This is an optimization exercise on Yosys and OpenROAD, whose aim is small area, not a production implementation. Only simulation tests tie the RTL to the original design; equivalence was not proved.

==> flow/design.v <==
`timescale 1ns/1ps
module sdf_delay_line #(
	parameter int depth = 64,
	parameter int width = 32
) (
	input  logic             clk,
	input  logic             en_i,
	input  logic             hold_i,
	input  logic [width-1:0] data_i,
	output logic [width-1:0] data_o
);
	logic [width-1:0] sr [depth];
	logic [width-1:0] src [depth];
	assign src[0] = data_i;
	for (genvar i = 1; i < depth; i++) begin : g_src
		assign src[i] = sr[i-1];
	end
	always_ff @(posedge clk) begin
		for (int i = 0; i < depth; i++) begin
			sr[i] <= ~((src[i] | {width{hold_i}}) & (sr[i] | {width{en_i}}));
		end
	end
	assign data_o = sr[depth-1];
endmodule
`timescale 1ns/1ps
module r4_seq_ctl #(
	parameter int fft_points = 256
) (
	input  logic       clk,
	input  logic       rst_n,
	input  logic       advance_i,
	output logic [1:0] phase_o,
	output logic       primed_o,
	output logic       flip_o
);
	localparam int cnt_w = $clog2(fft_points);
	localparam logic [1:0] compute = 2'd3;
	logic [cnt_w-1:0] cnt;
	logic             primed;
	logic             flip;
	always_ff @(posedge clk) begin
		if (!rst_n) begin
			cnt <= '0;
		end else if (advance_i) begin
			cnt <= cnt + 1'b1;
		end
	end
	assign phase_o = cnt[cnt_w-1 -: 2];
	always_ff @(posedge clk) begin
		if (!rst_n) begin
			primed <= 1'b0;
		end else if (phase_o == compute) begin
			primed <= 1'b1;
		end
	end
	always_ff @(posedge clk) begin
		if (!rst_n) begin
			flip <= 1'b0;
		end else begin
			flip <= !flip;
		end
	end
	assign primed_o = primed;
	assign flip_o   = flip;
endmodule
`timescale 1ns/1ps
module r4_butterfly #(
	parameter int sample_w = 16
) (
	input  logic [2*sample_w-1:0] a_i,
	input  logic [2*sample_w-1:0] b_i,
	input  logic [2*sample_w-1:0] c_i,
	input  logic [2*sample_w-1:0] d_i,
	input  logic                  flip_i,
	output logic [2*sample_w-1:0] x0_o,
	output logic [2*sample_w-1:0] x1_o,
	output logic [2*sample_w-1:0] x2_o,
	output logic [2*sample_w-1:0] x3_o
);
	localparam int w1 = sample_w + 1;
	localparam int w2 = sample_w + 2;
	logic [w1-1:0] ar, ai, br, bi, cr, ci, dr, di;
	logic [w1-1:0] pr, pi, mr, mi, qr, qi, rr, ri;
	logic [w2-1:0] s0_re, s0_im, s1_re, s1_im, s2_re, s2_im, s3_re, s3_im;
	logic [w1-1:0] f1;
	logic [w2-1:0] f2;
	logic [w2-1:0] nf2;
	assign ar = {a_i[2*sample_w-1], a_i[2*sample_w-1:sample_w]};
	assign ai = {a_i[sample_w-1], a_i[sample_w-1:0]};
	assign br = {b_i[2*sample_w-1], b_i[2*sample_w-1:sample_w]};
	assign bi = {b_i[sample_w-1], b_i[sample_w-1:0]};
	assign cr = {c_i[2*sample_w-1], c_i[2*sample_w-1:sample_w]};
	assign ci = {c_i[sample_w-1], c_i[sample_w-1:0]};
	assign dr = {d_i[2*sample_w-1], d_i[2*sample_w-1:sample_w]};
	assign di = {d_i[sample_w-1], d_i[sample_w-1:0]};
	assign f1  = {{(w1-1){1'b0}}, flip_i};
	assign f2  = {{(w2-1){1'b0}}, flip_i};
	assign nf2 = {{(w2-1){1'b0}}, !flip_i};
	assign pr = ar + cr + f1;
	assign pi = ai + ci + f1;
	assign qr = br + dr + f1;
	assign qi = bi + di + f1;
	assign mr = ar + ~cr + {{(w1-1){1'b0}}, !flip_i};
	assign mi = ai + ~ci + {{(w1-1){1'b0}}, !flip_i};
	assign rr = br - dr;
	assign ri = bi - di;
	assign s0_re = {pr[w1-1], pr} + {qr[w1-1], qr} + f2;
	assign s0_im = {pi[w1-1], pi} + {qi[w1-1], qi} + f2;
	assign s2_re = {pr[w1-1], pr} + ~{qr[w1-1], qr} + nf2;
	assign s2_im = {pi[w1-1], pi} + ~{qi[w1-1], qi} + nf2;
	assign s1_re = {mr[w1-1], mr} + {ri[w1-1], ri};
	assign s1_im = {mi[w1-1], mi} - {rr[w1-1], rr};
	assign s3_re = {mr[w1-1], mr} - {ri[w1-1], ri};
	assign s3_im = {mi[w1-1], mi} + {rr[w1-1], rr};
	assign x0_o = {s0_re[w2-1:2], s0_im[w2-1:2]};
	assign x1_o = {s1_re[w2-1:2], s1_im[w2-1:2]};
	assign x2_o = {s2_re[w2-1:2], s2_im[w2-1:2]};
	assign x3_o = {s3_re[w2-1:2], s3_im[w2-1:2]};
endmodule
`timescale 1ns/1ps
module r4_sdf_stage #(
	parameter int fft_points = 256,
	parameter int sample_w   = 16
) (
	input  logic                  clk,
	input  logic                  rst_n,
	input  logic                  in_valid_i,
	input  logic [2*sample_w-1:0] in_data_i,
	output logic                  in_ready_o,
	output logic                  out_valid_o,
	output logic [2*sample_w-1:0] out_data_o,
	input  logic                  out_ready_i
);
	localparam int depth = fft_points / 4;
	localparam int cw    = 2 * sample_w;
	localparam logic [1:0] compute = 2'd3;
	logic          advance;
	logic [1:0]    phase;
	logic          primed;
	logic          flip;
	logic          is_compute;
	logic          line_en;
	logic          line_hold;
	logic [cw-1:0] seg_d [3];
	logic [cw-1:0] seg_q [3];
	logic [cw-1:0] in_s;
	logic [cw-1:0] x0;
	logic [cw-1:0] x1;
	logic [cw-1:0] x2;
	logic [cw-1:0] x3;
	logic [cw-1:0] out_data_q;
	logic          out_valid_q;
	assign in_ready_o = !out_valid_q || out_ready_i;
	assign advance    = in_valid_i && in_ready_o;
	r4_seq_ctl #(
		.fft_points(fft_points)
	) u_seq_ctl (
		.clk(clk),
		.rst_n(rst_n),
		.advance_i(advance),
		.phase_o(phase),
		.primed_o(primed),
		.flip_o(flip)
	);
	assign is_compute = (phase == compute);
	assign line_en   = advance || !rst_n;
	assign line_hold = !advance || !rst_n;
	assign in_s     = in_data_i ^ {cw{flip}};
	assign seg_d[0] = is_compute ? x3 : in_s;
	assign seg_d[1] = is_compute ? x2 : seg_q[0];
	assign seg_d[2] = is_compute ? x1 : seg_q[1];
	for (genvar i = 0; i < 3; i++) begin : g_seg
		sdf_delay_line #(
			.depth(depth),
			.width(cw)
		) u_seg (
			.clk(clk),
			.en_i(line_en),
			.hold_i(line_hold),
			.data_i(seg_d[i]),
			.data_o(seg_q[i])
		);
	end
	r4_butterfly #(
		.sample_w(sample_w)
	) u_butterfly (
		.a_i(seg_q[2]),
		.b_i(seg_q[1]),
		.c_i(seg_q[0]),
		.d_i(in_s),
		.flip_i(flip),
		.x0_o(x0),
		.x1_o(x1),
		.x2_o(x2),
		.x3_o(x3)
	);
	always_ff @(posedge clk) begin
		if (advance) begin
			out_data_q <= (is_compute ? x0 : seg_q[2]) ^ {cw{flip}};
		end
	end
	always_ff @(posedge clk) begin
		if (!rst_n) begin
			out_valid_q <= 1'b0;
		end else if (advance) begin
			out_valid_q <= primed || is_compute;
		end else if (out_ready_i) begin
			out_valid_q <= 1'b0;
		end
	end
	assign out_valid_o = out_valid_q;
	assign out_data_o  = out_data_q;
endmodule
Settings: LEC_CHECK=0, CAP_MARGIN=5, CORE_MARGIN=2, CORE_UTILIZATION=65, CTS_BUF_LIST=sky130_fd_sc_hd__clkbuf_8, CTS_CLUSTER_DIAMETER=60, CTS_CLUSTER_SIZE=20, GPL_TIMING_DRIVEN=0, PLACE_DENSITY=0.75, SETUP_SLACK_MARGIN=0.05, SLEW_MARGIN=5; clock period 5.0 ns.
standard.sh (not shown) runs the stock make flow with config.mk's settings and CLKGATE_MAP_FILE= SYNTH_SCRIPT=/design/flow/synth_recipe.tcl, a recipe that flattens the netlist after the stock synthesis.
==> flow/flow/run.sh <==
#!/bin/bash
# Layout: the standard flow (standard.sh) with two changes made through
# ORFS variables:
#  - REMOVE_ABC_BUFFERS=1: the floorplan step deletes the buffers ABC put on
#    high-fanout nets, so the resizer rebuilds those trees after placement
#    (with GPL_TIMING_DRIVEN 0 in config.mk, global placement would otherwise
#    keep them);
#  - CTS_ARGS: the standard CTS arguments with config.mk's clustering and
#    buffer settings, plus -dont_use_dummy_load, so CTS adds no balancing
#    dummy cells.
# Each tool's log stays under orfs/logs; make's own output goes to make.log.
set -euo pipefail
cd "$(dirname "$0")/.."
export REMOVE_ABC_BUFFERS=1
export CTS_ARGS="-sink_clustering_enable -repair_clock_nets -sink_clustering_size 20 -sink_clustering_max_diameter 60 -buf_list sky130_fd_sc_hd__clkbuf_8 -dont_use_dummy_load"
bash standard.sh finish > make.log 2>&1
The first run finished clean.
Rerun with:
--- a/flow/design.v
+++ b/flow/design.v
@@ -150,4 +150,5 @@
 	logic [cw-1:0] x3;
 	logic [cw-1:0] out_data_q;
+	logic          out_flip_q;
 	logic          out_valid_q;
 	assign in_ready_o = !out_valid_q || out_ready_i;
@@ -197,5 +198,6 @@
 	always_ff @(posedge clk) begin
 		if (advance) begin
-			out_data_q <= (is_compute ? x0 : seg_q[2]) ^ {cw{flip}};
+			out_data_q <= is_compute ? x0 : seg_q[2];
+			out_flip_q <= flip;
 		end
 	end
@@ -210,4 +212,4 @@
 	end
 	assign out_valid_o = out_valid_q;
-	assign out_data_o  = out_data_q;
-endmodule
+	assign out_data_o  = out_data_q ^ {cw{out_flip_q}};
+endmodule
Outcome: The new run finished clean; utilization fell by 0.11 points; count of clock-buffer cells in the layout rose by 2; synthesized cell count hardly moves; area after synthesis stays flat; register-to-register slack gains 0.11 ns.

[separate check: timing with driven ports]
How much do the figures lean on ideal ports? The routed layouts below were timed once more, with nothing changed but the port constraints. Step 1 assumes that a clkbuf_16 drives the clock port and a buf_2 every other input. Step 2 adds t to the input delays and takes it off the output delays; t is the mean of the earliest and latest rising clock arrival at the registers after step 1. Input paths then give back, and output paths get back, about the clock's delay inside the block. a / b / c = ideal / step 1 / step 2; a / b = the first two.
run	t, ns	slack for setup (ns)	worst hold slack (ns)	worst setup path at the end
the first run	1.132	0.102 / 0.102 / -0.997	0.376 / 0.376 / 0.376	input to register
the second run	1.137	0.162 / 0.108 / -1.029	0.343 / 0.343 / 0.343	input to register
Met with ideal ports but missed after step 2: setup timing in the first run and the second run. For the second run, which loses most, drivers alone change the setup slack by -0.054 ns; drivers and shift together by -1.191 ns.
